From an optimization exercise on the open Yosys and OpenROAD flow, aimed at small area, a short achievable clock period and few clock cycles; shortcuts taken in it are not production practice.
The RTL was checked by simulation tests, not by an equivalence proof against the original design.
Power figures rest on the tool's default switching activity, not on a simulated workload.

**constraint.sdc**
```tcl
create_clock -name core_clock -period 9.0 [get_ports {clock}]
set_input_delay 1.8000 -clock core_clock [delete_from_list [all_inputs] [get_ports {clock}]]
set_output_delay 1.8000 -clock core_clock [all_outputs]
set_load 0.01 [all_outputs]
```
**config.mk**
```make
export PLATFORM = sky130hd
export DESIGN_NAME = infix_expression_evaluator_unit
export DESIGN_NICKNAME = infix_expression_evaluator_unit
export VERILOG_FILES = /design/flow/design.v
export SDC_FILE = /design/flow/constraint.sdc
export NUM_CORES = 4
export LEC_CHECK = 0
export ABC_AREA = 1
export CAP_MARGIN = 20
export CORE_MARGIN = 2
export CORE_UTILIZATION = 40
export GPL_TIMING_DRIVEN = 0
export SETUP_SLACK_MARGIN = 4.5
export SLEW_MARGIN = 20
```
**design.v**
```verilog
package iee_pkg;
   localparam int unsigned DATA_W = 32;
   localparam logic [7:0] CH_NEWLINE = 8'd10;
   localparam logic [7:0] CH_SPACE   = 8'd32;
   localparam logic [7:0] CH_STAR    = 8'd42;
   localparam logic [7:0] CH_PLUS    = 8'd43;
   localparam logic [7:0] CH_MINUS   = 8'd45;
   localparam logic [7:0] CH_SLASH   = 8'd47;
   localparam logic [7:0] CH_ZERO    = 8'd48;
   localparam logic [7:0] CH_NINE    = 8'd57;
   localparam logic [1:0] OP_LOAD = 2'd0;
   localparam logic [1:0] OP_MUL  = 2'd1;
   localparam logic [1:0] OP_DIV  = 2'd2;
   localparam logic [1:0] ST_OK      = 2'd0;
   localparam logic [1:0] ST_INVALID = 2'd1;
   localparam logic [1:0] ST_DIVZERO = 2'd2;
   localparam logic [1:0] PK_ADDSUB = 2'd0;
   localparam logic [1:0] PK_MULDIV = 2'd1;
   localparam logic [1:0] PK_END    = 2'd2;
   localparam logic [1:0] S_RUN   = 2'd0;   
   localparam logic [1:0] S_PEND  = 2'd1;   
   localparam logic [1:0] S_DIV   = 2'd2;   
   localparam logic [1:0] S_APPLY = 2'd3;   
endpackage
module iee_divider (
   input  logic [31:0] x,
   input  logic [32:0] diff,
   input  logic [4:0]  cnt,
   input  logic        wq,
   output logic [31:0] x_next,
   output logic [31:0] rem_next,
   output logic        next_bit,
   output logic        qbit
);
   logic [5:0] wpos;
   assign qbit = ~diff[32];
   assign wpos = {1'b0, cnt} + 6'd1;
   always_comb begin
      for (int i = 0; i < 32; i++) x_next[i] = (i[5:0] == wpos) ? wq : x[i];
   end
   assign next_bit = x[cnt - 5'd1];
   assign rem_next = diff[31:0];
endmodule
module iee_add #(
   parameter int W = 32
) (
   input  logic [W-1:0] a,
   input  logic [W-1:0] b,
   input  logic         cin,
   output logic [W-1:0] s
);
   logic [W-1:0] p, g;
   logic [W-1:0] gg [0:$clog2(W)];
   logic [W-1:0] pp [0:$clog2(W)];
   always_comb begin
      p = a ^ b;
      g = a & b;
      gg[0] = g;
      pp[0] = p;
      gg[0][0] = g[0] | (p[0] & cin);
      for (int l = 0; l < $clog2(W); l++) begin
         for (int i = 0; i < W; i++) begin
            if (i >= (1 << l)) begin
               gg[l+1][i] = gg[l][i] | (pp[l][i] & gg[l][i - (1 << l)]);
               pp[l+1][i] = pp[l][i] & pp[l][i - (1 << l)];
            end else begin
               gg[l+1][i] = gg[l][i];
               pp[l+1][i] = pp[l][i];
            end
         end
      end
      s[0] = p[0] ^ cin;
      for (int i = 1; i < W; i++) s[i] = p[i] ^ gg[$clog2(W)][i-1];
   end
endmodule
import iee_pkg::*;
module infix_expression_evaluator_unit (
   input  logic                        clock,
   input  logic                        reset,
   input  logic                        req_tvalid,
   output logic                        req_tready,
   input  logic [7:0]                  req_tdata,
   input  logic                        req_tlast,
   output logic                        rsp_tvalid,
   input  logic                        rsp_tready,
   output logic signed [31:0]          rsp_tdata,
   output logic [1:0]                  rsp_tuser
);
   logic        iv_q;
   logic        ic_dig_q, ic_as_q, ic_md_q, ic_nl_q, ic_inv_q, ia_q, il_q;
   logic [3:0]  id_q;
   logic        ip1_1_q, ip1_2_q, ip1_4_q, ip1_8_q, ip2_1_q, ip2_2_q, ineg_q;
   logic        ih1_1_q, ih1_2_q, ih1_4_q, ih1_8_q, ih2_1_q, ih2_2_q, ihneg_q;
   logic [1:0]  state_q, state_d;
   logic [31:0] sum_q, sum_d;
   logic [31:0] term_q, term_d;
   logic        ts_q, ts_d;
   logic [31:0] acc_q, acc_d;
   logic [31:0] rem_q, rem_d;
   logic [1:0]  op_q, op_d;
   logic        sign_q, sign_d;
   logic [1:0]  st_q, st_d;
   logic        fresh_q, fresh_d;
   logic        rv_q, rv_d;
   logic [1:0]  rst_q, rst_d;
   logic [1:0]  pk_q, pk_d;
   logic        pa_q, pa_d;
   logic        pl_q, pl_d;
   logic [4:0]  cnt_q, cnt_d;
   logic        qn_q, qn_d;
   logic        dz_q, dz_d;        
   logic        apply_q, div_q;    
   logic        nb_q, nb_d;
   logic [7:0] c;
   logic       run, take, extra;
   assign c          = req_tdata;
   assign run        = (state_q == S_RUN);
   assign take       = run && iv_q;
   logic is_dig;
   assign is_dig     = (c >= CH_ZERO) && (c <= CH_NINE);
   assign req_tready = !iv_q || run || extra;
   always_ff @(posedge clock) begin
      if (reset) begin
         iv_q <= 1'b0;
      end else if (req_tready) begin
         iv_q <= req_tvalid;
      end
      if (req_tready) begin
         ic_dig_q <= is_dig;
         ic_as_q  <= (c == CH_PLUS) || (c == CH_MINUS);
         ic_md_q  <= (c == CH_STAR) || (c == CH_SLASH);
         ic_nl_q  <= (c == CH_NEWLINE);
         ic_inv_q <= !(((c >= CH_ZERO) && (c <= CH_NINE)) || (c == CH_SPACE) ||
                       (c == CH_PLUS) || (c == CH_MINUS) || (c == CH_STAR) ||
                       (c == CH_SLASH) || (c == CH_NEWLINE));
         ia_q     <= (c == CH_MINUS) || (c == CH_SLASH);
         il_q     <= req_tlast;
         id_q     <= c[3:0];
         ip1_1_q  <= (c[3:0] == 4'd1);
         ip1_2_q  <= (c[3:0] == 4'd2);
         ip1_4_q  <= (c[3:0] == 4'd3) || (c[3:0] == 4'd4) || (c[3:0] == 4'd5);
         ip1_8_q  <= (c[3:0] == 4'd6) || (c[3:0] == 4'd7) || (c[3:0] == 4'd8) ||
                     (c[3:0] == 4'd9);
         ip2_1_q  <= (c[3:0] == 4'd3) || (c[3:0] == 4'd5) || (c[3:0] == 4'd7) ||
                     (c[3:0] == 4'd9);
         ip2_2_q  <= (c[3:0] == 4'd6);
         ineg_q   <= (c[3:0] == 4'd3) || (c[3:0] == 4'd6) || (c[3:0] == 4'd7);
         ih1_1_q  <= is_dig && (c[3:0] == 4'd1);
         ih1_2_q  <= is_dig && (c[3:0] == 4'd2);
         ih1_4_q  <= is_dig && ((c[3:0] == 4'd3) || (c[3:0] == 4'd4) || (c[3:0] == 4'd5));
         ih1_8_q  <= is_dig && ((c[3:0] == 4'd6) || (c[3:0] == 4'd7) || (c[3:0] == 4'd8) ||
                                (c[3:0] == 4'd9));
         ih2_1_q  <= is_dig && ((c[3:0] == 4'd3) || (c[3:0] == 4'd5) || (c[3:0] == 4'd7) ||
                                (c[3:0] == 4'd9));
         ih2_2_q  <= is_dig && (c[3:0] == 4'd6);
         ihneg_q  <= is_dig && ((c[3:0] == 4'd3) || (c[3:0] == 4'd6) || (c[3:0] == 4'd7));
      end
   end
   logic [31:0] m, p1, p2;
   logic        p2neg;
   logic [31:0] acc_digit;
   assign m = term_q;
   logic [31:0] s1_1, s1_2, s1_4, s1_8, s2_1, s2_2, sneg;
   assign s1_1 = {{16{ih1_1_q}}, {16{ip1_1_q}}};
   assign s1_2 = {{16{ih1_2_q}}, {16{ip1_2_q}}};
   assign s1_4 = {{16{ih1_4_q}}, {16{ip1_4_q}}};
   assign s1_8 = {{16{ih1_8_q}}, {16{ip1_8_q}}};
   assign s2_1 = {{16{ih2_1_q}}, {16{ip2_1_q}}};
   assign s2_2 = {{16{ih2_2_q}}, {16{ip2_2_q}}};
   assign sneg = {{16{ihneg_q}}, {16{ineg_q}}};
   assign p1 = (s1_1 & m) | (s1_2 & (m << 1)) | (s1_4 & (m << 2)) | (s1_8 & (m << 3));
   assign p2 = (s2_1 & m) | (s2_2 & (m << 1));
   assign p2neg = ineg_q;
   logic [31:0] o1, o2, o3, o4, s1, c1, s2, c2;
   assign o1 = acc_q << 3;
   assign o2 = {acc_q[30:0], p2neg};
   assign o3 = p1;
   assign o4 = p2 ^ sneg;
   assign s1 = o1 ^ o2 ^ o3;
   assign c1 = {(o1[30:0] & o2[30:0]) | (o1[30:0] & o3[30:0]) | (o2[30:0] & o3[30:0]), 1'b0};
   assign s2 = s1 ^ c1 ^ o4;
   assign c2 = {(s1[30:0] & c1[30:0]) | (s1[30:0] & o4[30:0]) | (c1[30:0] & o4[30:0]), 1'b0};
   iee_add #(.W(32)) u_acc_add (
      .a   (s2),
      .b   (c2),
      .cin (1'b0),
      .s   (acc_digit)
   );
   logic [31:0] x_next, rem_next;
   logic        qbit;
   logic        wq_q, wq_d;        
   logic [32:0] sum33;
   logic        next_bit;
   iee_divider u_div (
      .x        (term_q),
      .diff     (sum33),
      .cnt      (cnt_q),
      .wq       (wq_q),
      .qbit     (qbit),
      .x_next   (x_next),
      .rem_next (rem_next),
      .next_bit (next_bit)
   );
   logic [31:0] dvd_mag;
   logic [4:0]  dvd_msb;
   logic        dvd_zero, dvd_min, dvd_neg;
   assign dvd_mag  = rem_q[31] ? (~rem_q + 32'd1) : rem_q;
   assign dvd_zero = (rem_q == 32'd0);
   assign dvd_min  = (rem_q == 32'h8000_0000);
   assign dvd_neg  = dvd_min || (ts_q ^ rem_q[31]);
   logic dvs_zero;
   assign dvs_zero = (acc_q == 32'd0);
   logic [7:0] dvd_nib, dvs_nib, dvs_nib_above;
   logic       q_zero;
   always_comb begin
      for (int k = 0; k < 8; k++) begin
         dvd_nib[k] = |dvd_mag[4*k +: 4];
         dvs_nib[k] = acc_q[31] ? !(&acc_q[4*k +: 4]) : (|acc_q[4*k +: 4]);
      end
      dvs_nib_above[7] = 1'b0;
      for (int k = 6; k >= 0; k--) dvs_nib_above[k] = dvs_nib_above[k+1] | dvs_nib[k+1];
   end
   assign q_zero = dvs_zero || ((dvd_nib & ~dvs_nib_above) == 8'd0);
   logic [15:0] lz16;
   logic [7:0]  lz8;
   logic [3:0]  lz4;
   logic [1:0]  lz2;
   always_comb begin
      dvd_msb[4] = |dvd_mag[31:16];
      lz16       = dvd_msb[4] ? dvd_mag[31:16] : dvd_mag[15:0];
      dvd_msb[3] = |lz16[15:8];
      lz8        = dvd_msb[3] ? lz16[15:8] : lz16[7:0];
      dvd_msb[2] = |lz8[7:4];
      lz4        = dvd_msb[2] ? lz8[7:4] : lz8[3:0];
      dvd_msb[1] = |lz4[3:2];
      lz2        = dvd_msb[1] ? lz4[3:2] : lz4[1:0];
      dvd_msb[0] = lz2[1];
   end
   logic a_addsub, a_muldiv, a_end, a_attr, a_last, a_close;
   assign a_addsub = run ? ic_as_q : (pk_q == PK_ADDSUB);
   assign a_muldiv = run ? ic_md_q : (pk_q == PK_MULDIV);
   assign a_end    = run ? ic_nl_q : (pk_q == PK_END);
   assign a_attr   = run ? ia_q    : pa_q;
   assign a_last   = run ? il_q    : pl_q;
   assign a_close  = a_addsub || a_muldiv || a_end;
   logic        apply, needs_div, dz;
   logic [31:0] f, sumv, total;
   logic        fs, fsub;
   logic [1:0]  st_close;
   logic        out_free;
   assign apply     = apply_q;
   assign needs_div = !apply && (op_q == OP_DIV);
   assign dz        = apply && dz_q;
   assign f         = apply ? {term_q[31:1], wq_q} : acc_q;
   assign fs        = apply ? qn_q : ts_q;
   logic        dividing;
   logic [32:0] add_a, add_b;
   assign dividing  = div_q;
   assign sumv      = fresh_q ? 32'd0 : sum_q;
   assign fsub      = dividing ? (rem_q[31] == acc_q[31]) : (sign_q ^ fs);
   assign add_a     = dividing ? {rem_q, nb_q} : {1'b0, sumv};
   assign add_b     = fsub ? ~{f[31], f} : {f[31], f};
   iee_add #(.W(33)) u_total_add (
      .a   (add_a),
      .b   (add_b),
      .cin (fsub),
      .s   (sum33)
   );
   assign total = sum33[31:0];
   assign st_close  = (dz && st_q == ST_OK) ? ST_DIVZERO : st_q;
   assign out_free  = !rv_q || rsp_tready;
   logic ic_plain;
   assign ic_plain = iv_q && !il_q && !(ic_as_q || ic_md_q || ic_nl_q);
   always_comb begin
      extra = 1'b0;
      if (ic_plain) begin
         if (state_q == S_APPLY) begin
            unique case (pk_q)
               PK_ADDSUB: extra = !rv_q && !pl_q;
               PK_MULDIV: extra = pa_q && !pl_q;
               default:   extra = !rv_q;
            endcase
         end else if (state_q == S_PEND) begin
            extra = (pk_q == PK_END) && !rv_q && (op_q != OP_DIV);
         end
      end
   end
   always_comb begin
      state_d = state_q;
      sum_d   = sum_q;
      term_d  = term_q;
      wq_d    = wq_q;
      ts_d    = ts_q;
      acc_d   = acc_q;
      rem_d   = rem_q;
      op_d    = op_q;
      sign_d  = sign_q;
      st_d    = st_q;
      fresh_d = fresh_q;
      rv_d    = rv_q && !rsp_tready;
      rst_d   = rst_q;
      pk_d    = pk_q;
      pa_d    = pa_q;
      pl_d    = pl_q;
      cnt_d   = cnt_q;
      qn_d    = qn_q;
      dz_d    = dz_q;
      nb_d    = nb_q;
      if (state_q == S_DIV) begin
         term_d = x_next;
         wq_d   = qbit;
         rem_d  = rem_next;
         nb_d   = next_bit;
         cnt_d  = cnt_q - 5'd1;
         if (cnt_q == 5'd0) state_d = S_APPLY;
      end else if (run && !(iv_q && a_close)) begin
         if (iv_q) begin
            if (ic_dig_q) acc_d = acc_digit;
            if (ic_inv_q) st_d = ST_INVALID;
            if (il_q) begin
               state_d = S_PEND;
               pk_d    = PK_END;
            end
         end
      end else begin
         pk_d = a_addsub ? PK_ADDSUB : (a_muldiv ? PK_MULDIV : PK_END);
         pa_d = a_attr;
         pl_d = a_last && !a_end;
         if (needs_div) begin
            term_d  = q_zero ? 32'd0 : dvd_mag;
            wq_d    = 1'b0;
            dz_d    = dvs_zero;
            rem_d   = 32'd0;
            qn_d    = dvd_neg ^ acc_q[31];
            cnt_d   = dvd_msb;
            nb_d    = 1'b1;
            state_d = (dvd_zero || q_zero) ? S_APPLY : S_DIV;
         end else if (a_muldiv) begin
            st_d   = st_close;
            term_d = a_attr ? 32'd1 : f;
            if (a_attr) rem_d = f;
            ts_d   = fs;
            acc_d  = 32'd0;
            op_d   = a_attr ? OP_DIV : OP_MUL;
            if (a_last) begin
               state_d = S_PEND;
               pk_d    = PK_END;
            end else begin
               state_d = S_RUN;
            end
         end else if (!out_free) begin
            state_d = apply ? S_APPLY : S_PEND;
         end else if (a_addsub) begin
            st_d    = st_close;
            sum_d   = total;
            fresh_d = 1'b0;
            sign_d  = a_attr;
            op_d    = OP_LOAD;
            term_d  = 32'd1;
            ts_d    = 1'b0;
            acc_d   = 32'd0;
            if (a_last) begin
               state_d = S_PEND;
               pk_d    = PK_END;
            end else begin
               state_d = S_RUN;
            end
         end else begin
            rv_d    = 1'b1;
            rst_d   = st_close;
            sum_d   = (st_close == ST_OK) ? total : 32'd0;
            fresh_d = 1'b1;
            sign_d  = 1'b0;
            op_d    = OP_LOAD;
            term_d  = 32'd1;
            ts_d    = 1'b0;
            acc_d   = 32'd0;
            st_d    = ST_OK;
            state_d = S_RUN;
         end
         if (extra) begin
            if (ic_dig_q) acc_d = {28'd0, id_q};
            if (ic_inv_q) st_d = ST_INVALID;
         end
      end
   end
   always_ff @(posedge clock) begin
      if (reset) begin
         state_q <= S_RUN;
         apply_q <= 1'b0;
         div_q   <= 1'b0;
         acc_q   <= 32'd0;
         term_q  <= 32'd1;
         ts_q    <= 1'b0;
         op_q    <= OP_LOAD;
         sign_q  <= 1'b0;
         st_q    <= ST_OK;
         fresh_q <= 1'b1;
         rv_q    <= 1'b0;
      end else begin
         state_q <= state_d;
         apply_q <= (state_d == S_APPLY);
         div_q   <= (state_d == S_DIV);
         acc_q   <= acc_d;
         term_q  <= term_d;
         ts_q    <= ts_d;
         op_q    <= op_d;
         sign_q  <= sign_d;
         st_q    <= st_d;
         fresh_q <= fresh_d;
         rv_q    <= rv_d;
      end
      sum_q  <= sum_d;
      rem_q  <= rem_d;
      rst_q  <= rst_d;
      pk_q   <= pk_d;
      pa_q   <= pa_d;
      pl_q   <= pl_d;
      cnt_q  <= cnt_d;
      qn_q   <= qn_d;
      wq_q   <= wq_d;
      dz_q   <= dz_d;
      nb_q   <= nb_d;
   end
   assign rsp_tvalid = rv_q;
   assign rsp_tdata  = sum_q;
   assign rsp_tuser  = rst_q;
endmodule
```
**run.sh**
```bash
#!/bin/bash
# synth_recipe.tcl (not shown) runs the flow's synth.tcl, then flattens the netlist and writes it again
# the make line also repeats each setting of config.mk as NAME=value (left out here)
make -C /OpenROAD-flow-scripts/flow DESIGN_CONFIG=/design/flow/config.mk WORK_HOME=/design/flow/orfs CLKGATE_MAP_FILE= SYNTH_SCRIPT=/design/flow/synth_recipe.tcl finish
```
==> results of run 1 <==
sequential cells by signal, indices dropped and copies added, names as in the netlist, 2 cells and up:
name and flops:
term_q 32, pk_q 2, sum_q 32, id_q 4, st_q 2, acc_q 32
cnt_q 5, state_q 2, op_q 2, rem_q 32, rst_q 2
worst max-delay path: cells and delay by family, from the launching register on:
| kind | cells | cell delay [ps] |
|---|---|---|
| adders and majority gates | 1 | 420 |
| xor gates and xnor gates | 1 | 840 |
| AOI/OAI and AO/OA | 1 | 160 |
| buffers and inverters | 5 | 1810 |
| DFF | 1 | 450 |
| and+or+nand+nor | 3 | 570 |
through the flow:
stage / utilization (%) / hold slack (ps) / setup WS (ps) / cell area (µm²) / instances
finish: 46.1 / 461 / 4570 / 19300 / 3027
floorplan: - / 430 / 4540 / 17000 / 2392
global route: 46.1 / 517 / 4330 / 19300 / 3027
global placement: 43.4 / 445 / 2960 / 18200 / 2978
CTS: 45.3 / 467 / 4500 / 19000 / 3016
detailed placement: 43.6 / 455 / 3140 / 18300 / 2982
synth_stat cells, types with 10 or more instances:
cell	instances	area, µm²
a2111oi_0	11	96.3
a21boi_0	13	97.6
a21oi_1	182	911
a221oi_1	30	263
a31oi_1	16	100
buf_1	11	41.3
buf_2	10	50.1
clkbuf_1	70	263
dfxtp_1	77	1540
edfxtp_1	104	3120
fa_1	60	1200
ha_1	73	913
inv_1	320	1200
nand2_1	471	1770
nand2_2	25	156
nand3_1	114	571
nand4_1	17	106
nor2_1	202	758
nor2_2	15	93.8
nor2_4	13	146
nor3_1	36	180
nor4_1	30	188
o21ai_0	178	891
o21ai_1	16	80.1
o22ai_1	85	532
or2_2	10	62.6
xnor2_1	29	254
xor2_1	95	832
layout by cell type (no fill, tap or decap), types with 47 or more instances in the layout:
cell             instances
xor2_1                  92
clkdlybuf4s50_1         47
nor2_1                 200
ha_1                    72
dfxtp_1                 77
a21oi_1                174
o22ai_1                 85
o21ai_0                152
nand3_1                112
fa_1                    60
nand2_1                469
clkbuf_1                53
edfxtp_1               104
inv_1                  314
timing repair:
item	4_1_cts	5_1_grt
gates cloned	0	0
setup endpoints to repair	61	32
pin swaps	5	8
resized for setup	60	86
setup buffers	2	11
power by group:
part	internal, µW	switching (µW)
Clock	402	405
Combinational	510	1130
Sequential	987	101
area by class of cell:
cell class / count / area, µm²
fillers: 4373 / 22600
multi-input cells: 1788 / 11100
flip-flops and latches: 181 / 4660
inverters: 330 / 1240
well taps: 539 / 674
repair buffers: 64 / 626
clock buffers: 18 / 439
plain buffers: 93 / 430
clock inverters: 14 / 156
layer usage:
metal / vias up / GRT usage [%]
met1: 8582 / 46.4
met3: 86 / 8.94
met4: 0 / 9.23
met2: 778 / 47.7
met5: - / 0
li1: 8283 / -
kinds of logic after synthesis:
kind of cell / synth area share, %
AND/OR/NAND/NOR: 24.6
AO/OA/AOI/OAI: 19.7
buffers and inverters: 9.46
flip-flops: 27.4
adder cells (fa/ha/maj): 12.4
XOR/XNOR: 6.37
multiplexers: 0.118
worst max-delay path by stage:
stage,startpoint,to,slack (ps),depth (start not counted)
3_3_place_gp,rsp_tready,fresh_q$_SDFFE_PP1P_,2960,6
4_1_cts,cnt_q[0]$_DFFE_PP_,nb_q$_SDFFCE_PN1P_,4500,13
3_5_place_dp,apply_q$_SDFF_PP0_,rem_q[26]$_DFFE_PP_,3140,17
6_report,cnt_q[0]$_DFFE_PP_,nb_q$_SDFFCE_PN1P_,4570,11
5_1_grt,ip1_1_q$_DFFE_PP_,acc_q[27]$_SDFFE_PP0P_,4330,23
2_1_floorplan,ip1_1_q$_DFFE_PP_,acc_q[23]$_SDFFE_PP0P_,4540,20
==> run notes, run 1 <==
status complete, no violations; CP Cell Sequence clkbuf_2 -> clkinv_2 -> clkbuf_1 -> ha_1 -> xnor2_1 -> inv_1 -> nand3_1 -> nand3_1 -> nand4_1 -> o21ai_0 -> inv_1; EDFF count, synth approximately 100; Most used DFF post-synth edfxtp_1; core footprint 41900 µm²; root buffer cell clkbuf_16; Synth Net Count around 2500; CTS clk-pin slew, worst paths 80 ps; hold path cells 2; global placement routability congestion 1.01; RR Endpoint nb_q$_SDFFCE_PN1P_; final max-slew violation count 0; total wire length just over 70 mm; 1st-iter DRT viols 2160; HP Start st_q[1]$_SDFFE_PP0P_; power density cells 183 nW/µm²; Detailed Place HPWL 58.8 mm; Post-Syn Area 17000 µm²; peak supply drop 0.179 mV; IO buf count 47; vias per std cell 5.86; Die Y 210 µm; Bufs on Longest Clock Path 2; WL met1 32.8 mm; total power 3540 µW; CP Class reg -> reg; routed len/inst 23.6 µm; Routed Antenna Nets 0; reg2reg path depth 11; crit-path max FO 12; Min-Delay Endpoint st_q[1]$_SDFFE_PP0P_; max-cap violations 0; FP Rows 75; grt ovf 0; diodes inserted 0; CTS Sinks about 180; endpoints failing setup 0; largest net degree at the start of global routing 28; Slew Limit Headroom 27.6%; Crit. End Element flip-flop; number of I/O pins 49; initial antenna violation count 0; crit share post-route 49.2%; Detailed Routing Iterations Pass 1 6; hold_buf cts 0; Tmin final 4430 ps; TritonCTS clock tree built; number of synthesized register bits 181; GRT Total Usage ~32%; FMAX 226 MHz; worst skew pair latency 520 ps; Synth async-reset ratio 0%; share of cells above drive strength 1 9.36%; post-synthesis cell type count 57; routed wl met2 30.2 mm; Highest Signal Layer met4; leak pwr slightly below 0.008 µW; die area 44300 µm²; worst r2r src cnt_q[0]$_DFFE_PP_; Initial Util 40.6%; number of global-route vias before repair 16600; Mean Syn Cell Area 7.12 µm²; H-tree depth 4; RSZ-0062 raised after global routing yes; Die W roughly 210 µm; Worst setup SP type flip-flop; cells after synthesis 2392; Crit path largest cell delay 840 ps; P&R area growth vs syn 13.6%; CP Data Required Time 9390 ps; first-pass GRT wire length 105 mm; Synth Warn # 8; Worst Path Arrival a little under 5000 ps; Crit-path slowest cell xnor2_1; clk_skew 10.5 ps; routed vias 17700; Reg2Reg Setup Slack 4570 ps; DR WL met3 approximately 6.8 mm; number of remaining DRC errors 0; cts bufs inserted 17; register area share after synthesis 27.4%; NumNets Final roughly 2600; hold crit path type reg -> reg; setup TNS 0 ps; Tightest Pin Transition 1080 ps; final hold violation count 0
Testbench counts, summed over its fixed seeds: cycles 38,127.
==> inputs of run 2 (changes only) <==
--- a/config.mk
+++ b/config.mk
@@ -10,5 +10,4 @@
 export CORE_MARGIN = 2
 export CORE_UTILIZATION = 40
-export GPL_TIMING_DRIVEN = 0
 export SETUP_SLACK_MARGIN = 4.5
 export SLEW_MARGIN = 20
==> run 2 against run 1 <==
Net effect: routed wire length is 17% lower; via count is 4.6% lower; sequential power hardly changed.
==> run notes, run 2 <==
diodes inserted 0 (unchanged); top cells by area, synth edfxtp_1 (18%), nand2_1 (10%), dfxtp_1 (9.0%); IO buf count 48 (+2.1%); final worst slack 4760 ps (+183 ps); most frequent cells in the layout nand2_1 (467), inv_1 (312), nor2_1 (200); setup TNS 0 ps (unchanged); CTS clk-pin slew, worst paths 80 ps (about the same); Min-Delay Endpoint st_q[1]$_SDFFE_PP0P_; worst skew pair latency 490 ps (-30 ps); Initial Util 40.6% (unchanged); Fin Hold WS 455 ps (-5.53 ps); Slew Limit Headroom 36.0% (+8.4 points); FP Rows 75 (unchanged); GRT Total Usage 27.1% (-5.4 points); Detailed Routing Iterations Pass 1 6 (unchanged); Commonest cells post-synth nand2_1 (471), inv_1 (320), nor2_1 (202), a21oi_1 (182), o21ai_0 (178); Crit. End Element output port; most common cell after layout, fill and taps aside nand2_1; cells after synthesis 2392 (unchanged); grt ovf 0 (unchanged); power density cells 177 nW/µm² (-3.1%); pre-CTS setup slack 3970 ps (+826 ps); status complete, no violations; Worst setup SP type flip-flop; Fillers 4301 (-1.6%); clk_skew 11.4 ps (+0.873 ps); hold crit path type reg -> reg; cts bufs inserted 17 (unchanged); crit-path leading delay family buffers and inverters; Synth area leader edfxtp_1; Post-Syn Area 17000 µm² (unchanged); CP Data Required Time 7200 ps (-2190 ps); area of the multi-input gates 11000 µm² (-1.2%); Synth Warn # 8 (unchanged); Synth Net Count 2538 (unchanged); crit share post-route 47.1% (-2.0 points); placed inst area 18200 µm² (-0.55%); initial antenna violation count 0 (unchanged); Most used DFF post-synth edfxtp_1; max-cap violations 0 (unchanged); RR Endpoint acc_q[23]$_SDFFE_PP0P_; Final Instance Area 19100 µm² (-1.1%); NumNets Final 2566 (-2.1%); largest net degree at the start of global routing 67 (+140%); leak pwr 0.00783 µW (-1.4%); Finished Layout Cells 2972 (-1.8%); Crit path largest cell delay 610 ps (-230 ps); Reg2Reg Setup Slack 4770 ps (+200 ps); final max-slew violation count 0 (unchanged); post-synthesis cell type count 57 (unchanged); TritonCTS clock tree built; routed len/inst 20.1 µm (-15%); first-pass GRT wire length 92.4 mm (-12%); endpoints failing setup 0 (unchanged); crit-path max FO 27 (+15); number of synthesized register bits 181 (unchanged); FMAX 236 MHz (+4.3%); share of the synthesized area in the top cell type 18.3% (unchanged); Routed Antenna Nets 0 (unchanged); HP Start st_q[1]$_SDFFE_PP0P_; peak supply drop 0.155 mV (-13%); H-tree depth 4 (unchanged); CP Class reg -> out; P&R area growth vs syn 12.3%; global placement routability congestion 0.997 (-0.93%); reg2reg path depth 19 (+8); number of global-route vias before repair 16000 (-3.4%); die area 44300 µm² (unchanged); Mean Syn Cell Area 7.12 µm² (unchanged); Tightest Pin Transition 959 ps (-119 ps); hold_buf cts 0 (unchanged); root buffer cell clkbuf_16; Die Y 210 µm (unchanged); hold path cells 2 (unchanged); 1st-iter DRT viols 1821 (-16%); Detailed Place HPWL 46.8 mm (-20%); RSZ-0062 raised after global routing yes; most common cell in the netlist nand2_1; DP Cell Count 2927 (-1.8%); CP Cell Sequence inv_1 -> nor2_1 -> o21ai_0 -> nand3_1 -> nand3_1 -> buf_4 -> clkdlybuf4s50_1; register area 4670 µm² (about the same); Crit-path slowest cell clkdlybuf4s50_1; final hold violation count 0 (unchanged); core footprint 41900 µm² (unchanged); Tmin final 4240 ps (-183 ps); Worst Path Arrival 2440 ps (-2380 ps); register area share after synthesis 27.4% (unchanged); worst r2r src ip1_1_q$_DFFE_PP_; Buf/Inv on CP 3 (-2); number of remaining DRC errors 0 (unchanged); total wire length 59.7 mm (-17%); share of cells above drive strength 1 8.80% (-0.57 points); EDFF count, synth 104 (unchanged); CTS Sinks 181 (unchanged); Die W 210 µm (unchanged); routed vias 16900 (-4.6%); vias per std cell 5.69 (-2.8%); Synth async-reset ratio 0% (unchanged); Bufs on Longest Clock Path 2 (unchanged); number of I/O pins 49 (unchanged); cell mode on critical path nand3_1
-- run 2: cell counts after synthesis --
No cell type changed its count.
-- run 2: worst max path at each step --
stage               depth (start not counted)                   from  slack [ps]                 endpoint
floorplan                                  20      ip1_1_q$_DFFE_PP_        4540   acc_q[23]$_SDFFE_PP0P_
global placement                           19      ip1_1_q$_DFFE_PP_        4090   acc_q[23]$_SDFFE_PP0P_
detailed placement                         10             rsp_tready        3970  term_q[28]$_SDFFE_PP0P_
CTS                                        22    rem_q[31]$_DFFE_PP_        4510      rem_q[30]$_DFFE_PP_
global route                               16      ip1_4_q$_DFFE_PP_        4410   acc_q[23]$_SDFFE_PP0P_
finish                                      7  pk_q[0]$_SDFFCE_PP0P_        4760               req_tready
-- run 2: report_power, final --
group,internal (µW),switching (µW)
Clock,404,396
Combinational,495,1010
Sequential,987,102
Total,1890,1500
-- run 2: what timing repair did --
action	4_1_cts	5_1_grt
endpoints found under the hold margin	0	0
cloned	1	2
setup buffers	1	8
setup endpoints to repair	30	30
gates resized for setup	20	45
pin swaps	0	8
-- run 2: metal layers --
| layer | routed length [µm] | GRT usage (%) | vias to the layer above |
|---|---|---|---|
| met5 | 0 | 0 | - |
| met4 | 2080 | 10.8 | 0 |
| met3 | 3960 | 3.49 | 117 |
| met2 | 26500 | 42.7 | 675 |
| met1 | 27200 | 37.7 | 7989 |
| li1 | - | - | 8134 |
-- run 2: logic make-up after synthesis --
kind of cell,after synthesis,share of synthesized area (%)
and+or+nand+nor,951,24.6
AOI/OAI and AO/OA,578,19.7
buffers and inverters,423,9.46
DFF,181,27.4
adders and majority gates,133,12.4
xor gates and xnor gates,124,6.37
muxes,2,0.118
-- run 2: tightest hold or removal path, delay by kind of cell (launching register included) --
kind                   cells  cell delay, ps
AOI/OAI and AO/OA          1              50
buffers and inverters      1              60
DFF                        1             300
-- run 2: final cells by class --
type | count | share of cell area (%)
clock inverters | 14 | 0.831
clock buffers | 18 | 2.30
flip-flops and latches | 181 | 24.4
repair inverters | 2 | 0.0654
well taps | 539 | 3.53
multi-input cells | 1788 | 57.4
repair buffers | 100 | 4.87
inverters | 330 | 6.61
-- run 2: per-stage QoR --
stage | total power (µW) | util, %
after floorplan | 2090 | -
after global placement | 2530 | 43.3
after detailed placement | 2550 | 43.3
after CTS | 3350 | 44.9
after global routing | 3610 | 45.6
final | 3390 | 45.6
==> inputs of run 3 (changes only) <==
--- a/config.mk
+++ b/config.mk
@@ -9,5 +9,5 @@
 export CAP_MARGIN = 20
 export CORE_MARGIN = 2
-export CORE_UTILIZATION = 40
+export CORE_UTILIZATION = 35
 export SETUP_SLACK_MARGIN = 4.5
 export SLEW_MARGIN = 20
==> run 3 against run 2 <==
Net effect: still clean on timing, DRC and antenna; synthesized area is the same; routed wire length rose by 2.9%; clock-buffer cell count grew 1; via count is 1.1% higher; synthesized cell count did not move; maximum frequency decreased by 1.1%; power is 1.3% lower; sequential share of layout area down 0.059 points; clock power fell by 6.4%; register-to-register slack worse by 60 ps; final cell count is 2.7% higher; worst setup slack worse by 48 ps.
==> run notes, run 3 <==
1st-iter DRT viols 1535 (-16%); leak pwr 0.00781 µW (-0.20%); number of global-route vias before repair 16300 (+1.4%); Synth Net Count 2538 (unchanged); H-tree depth 4 (unchanged); vias per std cell 5.60 (-1.6%); Routed Antenna Nets 0 (unchanged); CP Cell Sequence buf_12 -> inv_1 -> nand2_1 -> nand3_1 -> nand2_1 -> buf_12 -> xor2_1 -> fa_1 -> nand3_1 -> nand2_1 -> a21oi_2 -> o21ai_0 -> a21boi_2 -> o21ai_1 -> nand4_1 -> nand2_1 -> nand2_1 -> nand2_1 -> a21oi_1 -> xor2_1 -> o21ai_0; top cells by area, synth edfxtp_1 (18%), nand2_1 (10%), dfxtp_1 (9.0%); reg2reg path depth 21 (+2); clk_skew 14.7 ps (+3.33 ps); pre-CTS setup slack 3650 ps (-324 ps); Tightest Pin Transition 947 ps (-12.3 ps); max-cap violations 0 (unchanged); CTS Sinks 181 (unchanged); number of I/O pins 49 (unchanged); post-synthesis cell type count 57 (unchanged); routed vias 17100 (+1.1%); NumNets Final 2570 (+0.16%); most common cell after layout, fill and taps aside nand2_1; core footprint 47800 µm² (+14%); Mean Syn Cell Area 7.12 µm² (unchanged); worst skew pair latency 480 ps (about the same); Synth area leader edfxtp_1; crit share post-route 47.7% (+0.53 points); cts bufs inserted 17 (unchanged); Crit path largest cell delay 390 ps (-220 ps); Slew Limit Headroom 36.8% (+0.82 points); diodes inserted 0 (unchanged); cells after synthesis 2392 (unchanged); share of cells above drive strength 1 8.66% (-0.14 points); IO buf count 48 (unchanged); crit-path max FO 38 (+41%); final hold violation count 0 (unchanged); RSZ-0062 raised after global routing no; Detailed Routing Iterations Pass 1 5 (-1); TritonCTS clock tree built; Initial Util 35.6% (-5.0 points); Commonest cells post-synth nand2_1 (471), inv_1 (320), nor2_1 (202), a21oi_1 (182), o21ai_0 (178); number of synthesized register bits 181 (unchanged); routed len/inst 20.1 µm (+0.17%); Detailed Place HPWL 48.2 mm (+2.9%); total wire length 61.4 mm (+2.9%); root buffer cell clkbuf_16; Most used DFF post-synth edfxtp_1; Synth Warn # 8 (unchanged); FP Rows 80 (+6.7%); Worst setup SP type flip-flop; status complete, no violations; P&R area growth vs syn 12.6%; Die Y 225 µm (+6.8%); first-pass GRT wire length 94.1 mm (+1.8%); worst r2r src rem_q[31]$_DFFE_PP_; global placement routability congestion 0.972 (-2.6%); grt ovf 0 (unchanged); share of the synthesized area in the top cell type 18.3% (unchanged); Worst Path Arrival 4490 ps (+2050 ps); CP Class reg -> reg; hold path cells 2 (unchanged); FMAX 233 MHz (-1.1%); GRT Total Usage 24.3% (-2.8 points); Min-Delay Endpoint st_q[1]$_SDFFE_PP0P_; Post-Syn Area 17000 µm² (unchanged); Crit-path slowest cell edfxtp_1; final worst slack 4710 ps (-47.9 ps); endpoints failing setup 0 (unchanged); peak supply drop 0.146 mV (-6.0%); setup TNS 0 ps (unchanged); CTS clk-pin slew, worst paths 80 ps (about the same); hold crit path type reg -> reg; largest net degree at the start of global routing 58 (-13%); initial antenna violation count 1 (+1); Tmin final 4290 ps (+47.9 ps); Crit. End Element flip-flop; Die W 225 µm (+6.8%); most frequent cells in the layout nand2_1 (470), inv_1 (311), nor2_1 (199); final max-slew violation count 0 (unchanged); hold_buf cts 0 (unchanged); EDFF count, synth 104 (unchanged); cell mode on critical path nand2_1; power density cells 174 nW/µm² (-1.5%); RR Endpoint rem_q[24]$_DFFE_PP_; die area 50500 µm² (+14%); Synth async-reset ratio 0% (unchanged); Bufs on Longest Clock Path 2 (unchanged); most common cell in the netlist nand2_1; Reg2Reg Setup Slack 4710 ps (-60 ps); CP Data Required Time 9200 ps (+2000 ps); number of remaining DRC errors 0 (unchanged); register area share after synthesis 27.4% (unchanged); HP Start st_q[1]$_SDFFE_PP0P_
-- run 3: cell counts after synthesis --
Identical to the previous run, type by type.
-- run 3: cell families (layout without fill, tap and decap cells) --
group	count (synthesis)	in the layout	share of synthesized area (%)
compound gates	578	578	19.7
flops	181	181	27.4
xor+xnor	124	124	6.37
mux	2	2	0.118
fa+ha+maj	133	133	12.4
buf+inv	423	468	9.46
simple gates	951	951	24.6
-- run 3: worst max-delay path by stage --
stage,start,endpoint,slack [ps],cells past startpoint
3_3_place_gp,apply_q$_SDFF_PP0_,rem_q[30]$_DFFE_PP_,3790,22
4_1_cts,rem_q[31]$_DFFE_PP_,rem_q[30]$_DFFE_PP_,4480,22
3_5_place_dp,apply_q$_SDFF_PP0_,rem_q[30]$_DFFE_PP_,3650,20
5_1_grt,rem_q[31]$_DFFE_PP_,rem_q[24]$_DFFE_PP_,4480,21
6_report,rem_q[31]$_DFFE_PP_,rem_q[24]$_DFFE_PP_,4710,21
2_1_floorplan,ip1_1_q$_DFFE_PP_,acc_q[23]$_SDFFE_PP0P_,4540,20
-- run 3: layout make-up --
type,instances,area (µm²)
fillers,5072,28700
clock buffers,19,433
inverters,330,1260
repair buffers,105,972
multi-input cells,1788,11000
well taps,615,769
flip-flops and latches,181,4670
clock inverters,13,115
repair inverters,1,5.00
-- run 3: worst max-delay path: cells and delay by family, from the launching register on --
family / cells / cell delay [ps]
AOI/OAI and AO/OA: 6 / 1140
buffers and inverters: 3 / 650
DFF: 1 / 390
and+or+nand+nor: 9 / 1060
adders and majority gates: 1 / 260
xor gates and xnor gates: 2 / 500
-- run 3: where the power goes --
group	leakage [µW]	total [µW]	internal, µW	switching [µW]
sequential	0.00165	1090	987	101
clock	0.000266	749	363	386
combinational	0.00590	1510	495	1010
-- run 3: per-layer routing --
metal	track usage (%)	up-vias	part of all wire, %
met1	31.9	8203	44
met3	3.80	125	6.2
met4	10.8	2	4.1
met2	39.4	615	46
li1	-	8151	-
met5	0	-	0.021
-- run 3: timing repair --
item | 4_1_cts | 5_1_grt
setup endpoints to repair | 45 | 27
resized for setup | 18 | 35
gates cloned | 1 | 0
hold endpoints to repair | 0 | 0
setup buffers | 3 | 15
pin swaps | 1 | 3
-- run 3: through the flow --
step                      area [µm²]  util, %  power [µW]  hold slack (ps)  std cells
after floorplan                17000        -        2090              430       2392
after global placement         18200     38.1        2540              452       2999
after detailed placement       18300     38.1        2560              451       3000
after CTS                      18900     39.4        3310              463       3036
after global routing           19200     40.1        3560              502       3052
final                          19200     40.1        3350              460       3052
==> inputs of run 4 (changes only) <==
--- a/design.v
+++ b/design.v
@@ -193,5 +193,5 @@
    logic        next_bit;
    iee_divider u_div (
-      .x        (term_q),
+      .x        (rem_q),
       .diff     (sum33),
       .cnt      (cnt_q),
@@ -252,5 +252,5 @@
    assign needs_div = !apply && (op_q == OP_DIV);
    assign dz        = apply && dz_q;
-   assign f         = apply ? {term_q[31:1], wq_q} : acc_q;
+   assign f         = apply ? {rem_q[31:1], wq_q} : acc_q;
    assign fs        = apply ? qn_q : ts_q;
    logic        dividing;
@@ -258,6 +258,6 @@
    assign dividing  = div_q;
    assign sumv      = fresh_q ? 32'd0 : sum_q;
-   assign fsub      = dividing ? (rem_q[31] == acc_q[31]) : (sign_q ^ fs);
-   assign add_a     = dividing ? {rem_q, nb_q} : {1'b0, sumv};
+   assign fsub      = dividing ? (term_q[31] == acc_q[31]) : (sign_q ^ fs);
+   assign add_a     = dividing ? {term_q, nb_q} : {1'b0, sumv};
    assign add_b     = fsub ? ~{f[31], f} : {f[31], f};
    iee_add #(.W(33)) u_total_add (
@@ -308,7 +308,7 @@
       nb_d    = nb_q;
       if (state_q == S_DIV) begin
-         term_d = x_next;
+         rem_d  = x_next;
          wq_d   = qbit;
-         rem_d  = rem_next;
+         term_d = rem_next;
          nb_d   = next_bit;
          cnt_d  = cnt_q - 5'd1;
@@ -328,8 +328,8 @@
          pl_d = a_last && !a_end;
          if (needs_div) begin
-            term_d  = q_zero ? 32'd0 : dvd_mag;
+            rem_d   = q_zero ? 32'd0 : dvd_mag;
             wq_d    = 1'b0;
             dz_d    = dvs_zero;
-            rem_d   = 32'd0;
+            term_d  = 32'd0;
             qn_d    = dvd_neg ^ acc_q[31];
             cnt_d   = dvd_msb;
--- a/config.mk
+++ b/config.mk
@@ -6,8 +6,7 @@
 export NUM_CORES = 4
 export LEC_CHECK = 0
-export ABC_AREA = 1
 export CAP_MARGIN = 20
 export CORE_MARGIN = 2
-export CORE_UTILIZATION = 35
-export SETUP_SLACK_MARGIN = 4.5
+export CORE_UTILIZATION = 40
+export SETUP_SLACK_MARGIN = 5
 export SLEW_MARGIN = 20
==> run 4 against run 3 <==
Net effect: synthesized cell count decreased by 18%; clock skew increased by 2.6 ps; non-clock buffer count is 83 higher; maximum frequency decreased by 4.4%; combinational power is 76% lower; highest routed layer is now met4; first-iteration DRC count up 34%; critical path depth down 4; routed wire length is 3.8% lower; flip-flop and latch count unchanged; register-to-register slack got worse by 200 ps; largest cell class unchanged; clock-buffer cell count fell by 1; still clean on timing, DRC and antenna.
==> run notes, run 4 <==
Synth async-reset ratio 0% (unchanged); Post-Syn Area 16900 µm² (-0.71%); peak supply drop 0.123 mV (-15%); CP Class reg -> reg; Initial Util 40.4% (+4.8 points); number of global-route vias before repair 15400 (-5.2%); hold_buf cts 0 (unchanged); most frequent cells in the layout nor2_1 (192), inv_1 (125), buf_4 (117); crit share post-route 49.9% (+2.2 points); core footprint 41900 µm² (-13%); Synth Net Count 2115 (-17%); most common cell after layout, fill and taps aside nor2_1; Worst setup SP type flip-flop; initial antenna violation count 0 (-1); RSZ-0062 raised after global routing yes; grt ovf 0 (unchanged); diodes inserted 0 (unchanged); Reg2Reg Setup Slack 4510 ps (-200 ps); top cells by area, synth edfxtp_1 (18%), dfxtp_1 (9.1%), fa_1 (7.1%); Synth area leader edfxtp_1; Crit. End Element flip-flop; leak pwr 0.00767 µW (-1.9%); global placement routability congestion 0.941 (-3.2%); Tightest Pin Transition 1120 ps (+176 ps); GRT Total Usage 26.4% (+2.1 points); Die W 210 µm (-6.7%); die area 44000 µm² (-13%); IO buf count 48 (unchanged); P&R area growth vs syn 19.7%; Mean Syn Cell Area 8.59 µm² (+21%); Detailed Routing Iterations Pass 1 6 (+1); 1st-iter DRT viols 2058 (+34%); Worst Path Arrival 4840 ps (+350 ps); number of synthesized register bits 181 (unchanged); worst skew pair latency 470 ps (about the same); root buffer cell clkbuf_16; total wire length 59.1 mm (-3.8%); hold crit path type reg -> reg; Routed Antenna Nets 0 (unchanged); first-pass GRT wire length 90.1 mm (-4.2%); Final Core Density 48.4% (+8.3 points); crit-path max FO 7 (-82%); vias per std cell 6.29 (+12%); Die Y 210 µm (-6.7%); Most used DFF post-synth edfxtp_1; CTS clk-pin slew, worst paths 80 ps (about the same); CP Data Required Time 9350 ps (+150 ps); cts bufs inserted 17 (unchanged); post-synthesis cell type count 86 (+51%); endpoints failing setup 0 (unchanged); FP Rows 75 (-6.3%); routed vias 16100 (-5.6%); FMAX 223 MHz (-4.4%); max-cap violations 0 (unchanged); Commonest cells post-synth nor2_1 (198), clkbuf_1 (131), a21oi_1 (127), inv_1 (127), edfxtp_1 (104); setup TNS 0 ps (unchanged); Detailed Place HPWL 42.7 mm (-11%); number of remaining DRC errors 0 (unchanged); status complete, no violations; clk_skew 17.4 ps (+2.62 ps); share of cells above drive strength 1 17.5% (+8.9 points); Bufs on Longest Clock Path 2 (unchanged); area of the multi-input gates 12100 µm² (+10%); Slew Limit Headroom 25.0% (-12 points); largest net degree at the start of global routing 69 (+19%); routed len/inst 23.0 µm (+14%); Synth Warn # 8 (unchanged); share of the synthesized area in the top cell type 18.5% (+0.13 points); power density cells 105 nW/µm² (-40%); cells after synthesis 1970 (-18%); EDFF count, synth 104 (unchanged); final hold violation count 0 (unchanged); number of I/O pins 49 (unchanged); register area 4670 µm² (about the same); most common cell in the netlist nor2_1; register area share after synthesis 27.6% (+0.19 points); final max-slew violation count 0 (unchanged); Fillers 4023 (-21%); NumNets Final 2157 (-16%); H-tree depth 4 (unchanged); Tmin final 4490 ps (+198 ps); TritonCTS clock tree built; CTS Sinks 181 (unchanged)
[run 4: cell count changes after synthesis, moves of 55 or more]
cell	previous run	this run
nand3_1	114	31
clkbuf_1	70	131
a22oi_1	1	57
xnor2_1	29	91
o21ai_0	178	102
inv_1	320	127
a21oi_1	182	127
o22ai_1	85	4
nand2_1	471	100
a22o_1	0	67
[run 4: final timing paths]
path                            cells after the start                     end                start
worst max-delay path                               17  acc_q[31]$_SDFFE_PP0P_    ip1_1_q$_DFFE_PP_
worst min-delay path                                2     sign_q$_SDFFE_PP0P_  sign_q$_SDFFE_PP0P_
worst max register to register                     17  acc_q[31]$_SDFFE_PP0P_    ip1_1_q$_DFFE_PP_
worst min register to register                      2     sign_q$_SDFFE_PP0P_  sign_q$_SDFFE_PP0P_
[run 4: kinds of logic after synthesis]
| family | after synthesis | synth area share, % |
|---|---|---|
| compound gates | 613 | 25.4 |
| simple gates | 541 | 15.7 |
| buf+inv | 293 | 6.83 |
| flops | 181 | 27.6 |
| xor+xnor | 157 | 8.13 |
| fa+ha+maj | 132 | 12.4 |
| mux | 53 | 3.90 |
[run 4: layout make-up]
cell class / instances / area share, %
timing repair buffer: 188 / 8.57
clock inverter: 14 / 0.779
clock buffer: 18 / 2.22
tap: 539 / 3.33
multi-input combinational: 1496 / 59.7
inverter: 128 / 2.37
sequential: 181 / 23.1
[run 4: timing repair]
| action | in CTS | in global routing |
|---|---|---|
| buffers inserted | 49 | 66 |
| resized for setup | 93 | 103 |
| cloned | 5 | 1 |
| hold endpoints to repair | 0 | 0 |
| endpoints found under the setup margin | 105 | 84 |
| pin swaps | 57 | 77 |
[run 4: report_power, final]
group | switching, µW | total, µW | internal, µW
clock | 389 | 801 | 412
combinational | 206 | 364 | 158
sequential | 56.8 | 958 | 901
[run 4: worst max-delay path: stages (launching register included)]
cell and delay, ps:
edfxtp_1 520, buf_6 180, a22o_1 230, a221oi_2 240, fa_1 500, fa_1 540, inv_2 50, ha_4 220
o21ai_2 60, a21oi_2 50, or4_4 420, a32o_2 290, a31oi_4 220, o31ai_4 120, a211oi_2 290, o31ai_2 110
xnor2_1 140, a22o_1 180
[run 4: stage by stage]
stage | cell area [µm²] | hold slack [ps] | power, µW | worst slack [ps] | std cells
final | 20200 | 489 | 2120 | 4510 | 2564
after global routing | 20200 | 527 | 2200 | 4290 | 2564
after CTS | 19200 | 487 | 2110 | 4530 | 2497
after detailed placement | 17700 | 477 | 1280 | 4100 | 2411
after global placement | 17700 | 471 | 1280 | 4090 | 2411
after floorplan | 17000 | 444 | 1180 | 4580 | 1970
[run 4: metal layers]
| metal | vias to the layer above | global-route usage (%) | wire [µm] |
|---|---|---|---|
| met2 | 783 | 41.2 | 26800 |
| met5 | - | 0 | 0 |
| met3 | 112 | 3.67 | 4570 |
| met4 | 0 | 9.68 | 2030 |
| li1 | 7363 | - | - |
| met1 | 7876 | 37.3 | 25700 |
Testbench counts of run 4, summed over its fixed seeds: cycles 38,127.
==> inputs of run 5 (changes only) <==
--- a/config.mk
+++ b/config.mk
@@ -6,4 +6,5 @@
 export NUM_CORES = 4
 export LEC_CHECK = 0
+export ABC_AREA = 1
 export CAP_MARGIN = 20
 export CORE_MARGIN = 2
==> run 5 against run 4 <==
Net effect: still clean; first-iteration DRC count up 4.2%; sequential share of layout area up 0.28 points; sequential power up 16%.
==> run notes, run 5 <==
status complete, no violations; FP Rows 75 (unchanged); post-synthesis cell type count 62 (-28%); Crit. End Element flip-flop; EDFF count, synth 104 (unchanged); Worst setup SP type flip-flop; 1st-iter DRT viols 2144 (+4.2%); Detailed Routing Iterations Pass 1 6 (unchanged); cell mode on critical path nand2_2; grt ovf 0 (unchanged); initial antenna violation count 0 (unchanged); TritonCTS clock tree built; vias per std cell 5.99 (-4.8%); reg2reg path depth 20 (+3); Commonest cells post-synth nand2_1 (417), inv_1 (347), nor2_1 (199), a21oi_1 (181), o21ai_0 (162); Crit-path slowest cell fa_1; routed len/inst 23.2 µm (+0.82%); endpoints failing setup 0 (unchanged); Die Y 210 µm (+0.17%); Crit path largest cell delay 540 ps (about the same); crit-path max FO 5 (-2); P&R area growth vs syn 17.9%; share of cells above drive strength 1 15.0% (-2.5 points); final hold violation count 0 (unchanged); worst skew pair latency 490 ps (+20 ps); largest net degree at the start of global routing 59 (-14%); total power 3700 µW (+74%); Routed Antenna Nets 0 (unchanged); register area share after synthesis 27.5% (-0.096 points); Post-Syn Area 17000 µm² (+0.35%); routed vias 17800 (+10%); peak supply drop 0.163 mV (+32%); number of I/O pins 49 (unchanged); power density cells 185 nW/µm² (+76%); NumNets Final 2559 (+19%); number of remaining DRC errors 0 (unchanged); hold_buf cts 0 (unchanged); H-tree depth 4 (unchanged); RSZ-0062 raised after global routing yes; number of synthesized register bits 181 (unchanged); CTS Sinks 181 (unchanged); IO buf count 48 (unchanged); Tightest Pin Transition 1050 ps (-68.8 ps); CTS clk-pin slew, worst paths 80 ps (about the same); first-pass GRT wire length 102 mm (+13%); Bufs on Longest Clock Path 2 (unchanged); global placement routability congestion 0.997 (+6.0%); Fillers 4158 (+3.4%); Final Core Density 47.7% (-0.68 points); GRT Total Usage 30.8% (+4.4 points); leak pwr 0.00826 µW (+7.7%); CP Data Required Time 9330 ps (-20 ps); most common cell in the netlist nand2_1; Synth async-reset ratio 0% (unchanged); share of the synthesized area in the top cell type 18.4% (-0.064 points); number of global-route vias before repair 17100 (+11%); Most used DFF post-synth edfxtp_1; cts bufs inserted 17 (unchanged); Detailed Place HPWL 52.4 mm (+23%); cells after synthesis 2348 (+19%); crit share post-route 46.7% (-3.2 points); most common cell after layout, fill and taps aside nand2_1; root buffer cell clkbuf_16; Die W 210 µm (+0.17%); Synth area leader edfxtp_1; setup TNS 0 ps (unchanged); hold path cells 2 (unchanged); Tmin final 4200 ps (-286 ps); core footprint 41900 µm² (+0.22%); FMAX 238 MHz (+6.8%); Fin Hold WS 465 ps (-24.2 ps); most frequent cells in the layout nand2_1 (390), inv_1 (330), nor2_1 (192); final max-slew violation count 0 (unchanged); die area 44100 µm² (+0.34%); Worst Path Arrival 4530 ps (-310 ps); total wire length 68.9 mm (+17%); top cells by area, synth edfxtp_1 (18%), nand2_1 (9.2%), dfxtp_1 (9.1%); CP Class reg -> reg; Synth Warn # 8 (unchanged); Synth Net Count 2493 (+18%); Initial Util 40.5% (+0.050 points); CP Cell Sequence clkinvlp_4 -> o22ai_2 -> a221o_1 -> fa_1 -> fa_1 -> ha_4 -> nand3_2 -> nand2_2 -> a21oi_4 -> o21ai_2 -> a21boi_2 -> o21ai_2 -> buf_4 -> nand4_1 -> nand2_2 -> nand3_2 -> nand2_2 -> a21oi_2 -> o211ai_1 -> a21oi_1; max-cap violations 0 (unchanged); Mean Syn Cell Area 7.23 µm² (-16%); clk_skew 13.3 ps (-4.05 ps); hold crit path type reg -> reg; Slew Limit Headroom 29.5% (+4.5 points)
[run 5: cell count changes after synthesis, moves of 56 or more]
cell      change
nand3_1      +84
o22ai_1      +57
clkbuf_1     -59
nand2_1     +317
o21ai_0      +60
a22oi_1      -56
a22o_1       -66
inv_1       +220
[run 5: report_power, final]
part / internal (µW) / total (µW) / switching (µW)
Clock: 366 / 763 / 397
Sequential: 1000 / 1110 / 108
Combinational: 673 / 1830 / 1160
[run 5: cell families after synthesis]
logic type / after synthesis / share of synthesized area (%)
AND/OR/NAND/NOR: 852 / 22.0
AO/OA/AOI/OAI: 599 / 21.3
adder cells (fa/ha/maj): 132 / 12.4
buffers and inverters: 457 / 10.3
XOR/XNOR: 126 / 6.50
flip-flops: 181 / 27.5
multiplexers: 1 / 0.0590
[run 5: timing repair]
item | CTS | global route
resized for setup | 111 | 83
cloned | 5 | 2
setup endpoints to repair | 79 | 57
buffers inserted | 38 | 32
pin swaps | 42 | 68
[run 5: worst paths after layout]
kind	end	from	slack, ps
worst min-delay path	st_q[1]$_SDFFE_PP0P_	st_q[1]$_SDFFE_PP0P_	460
worst min register to register	st_q[1]$_SDFFE_PP0P_	st_q[1]$_SDFFE_PP0P_	460
worst max register to register	acc_q[31]$_SDFFE_PP0P_	ip1_2_q$_DFFE_PP_	4800
worst max-delay path	acc_q[31]$_SDFFE_PP0P_	ip1_2_q$_DFFE_PP_	4800
[run 5: per-stage QoR]
| stage | area [µm²] | worst slack (ps) | cells |
|---|---|---|---|
| 2_1_floorplan | 17000 | 5010 | 2348 |
| 3_3_place_gp | 17900 | 4060 | 2856 |
| 3_5_place_dp | 17900 | 3960 | 2857 |
| 4_1_cts | 19400 | 4850 | 2932 |
| 5_1_grt | 20000 | 4580 | 2966 |
| 6_report | 20000 | 4800 | 2967 |
[run 5: worst max-delay path: cells and delay by family, from the launching register on]
| kind | cells | cell delay (ps) |
|---|---|---|
| AO/OA/AOI/OAI | 9 | 1210 |
| adder cells (fa/ha/maj) | 3 | 1390 |
| buffers and inverters | 2 | 370 |
| flip-flops | 1 | 450 |
| AND/OR/NAND/NOR | 6 | 610 |
[run 5: area by class of cell]
class,instances,area (µm²),share of cell area (%)
Multi-Input combinational cell,1711,11300,56.6
Sequential cell,181,4670,23.3
Inverter,361,1390,6.94
Timing Repair Buffer,140,1370,6.83
Tap cell,539,674,3.37
Clock buffer,17,425,2.13
Clock inverter,15,135,0.675
Timing Repair inverter,2,15.0,0.0751
Antenna cell,1,2.50,0.0125
[run 5: routing by layer]
metal | track usage, % | routed length, µm
met5 | 0 | 0
met1 | 38.6 | 27400
met4 | 15.7 | 3710
met3 | 4.38 | 5220
met2 | 51.8 | 32600

what the ideal ports hide:
How much do the figures lean on ideal ports? The routed layouts below were timed once more, with nothing changed but the port constraints. Step 1: set_driving_cell puts a clkbuf_16 on clock and a buf_2 on each other input, an assumption about the parent block. Step 2 moves the port delays by t, midway between the first and last clock arrival at a register: inputs arrive t later, outputs are due t later. That takes back most of the time a late clock gives input paths. Three values: no drivers, after step 1, after step 2; two values: the first two.
run | shift t [ns] | slack for setup (ns) | worst data-port slew with drivers (ns)
run 1 | 0.571 | 4.574 / 4.574 / 4.574 | 0.03
run 2 | 0.534 | 4.757 / 4.703 / 4.588 | 0.04
run 3 | 0.522 | 4.709 / 4.709 / 4.673 | 0.03
run 4 | 0.520 | 4.512 / 4.512 / 4.512 | 0.03
run 5 | 0.530 | 4.798 / 4.798 / 4.652 | 0.04
After both steps setup and hold are still met in every run listed. For run 2, which loses most, drivers alone change the setup slack by -0.054 ns; drivers and shift together by -0.169 ns.
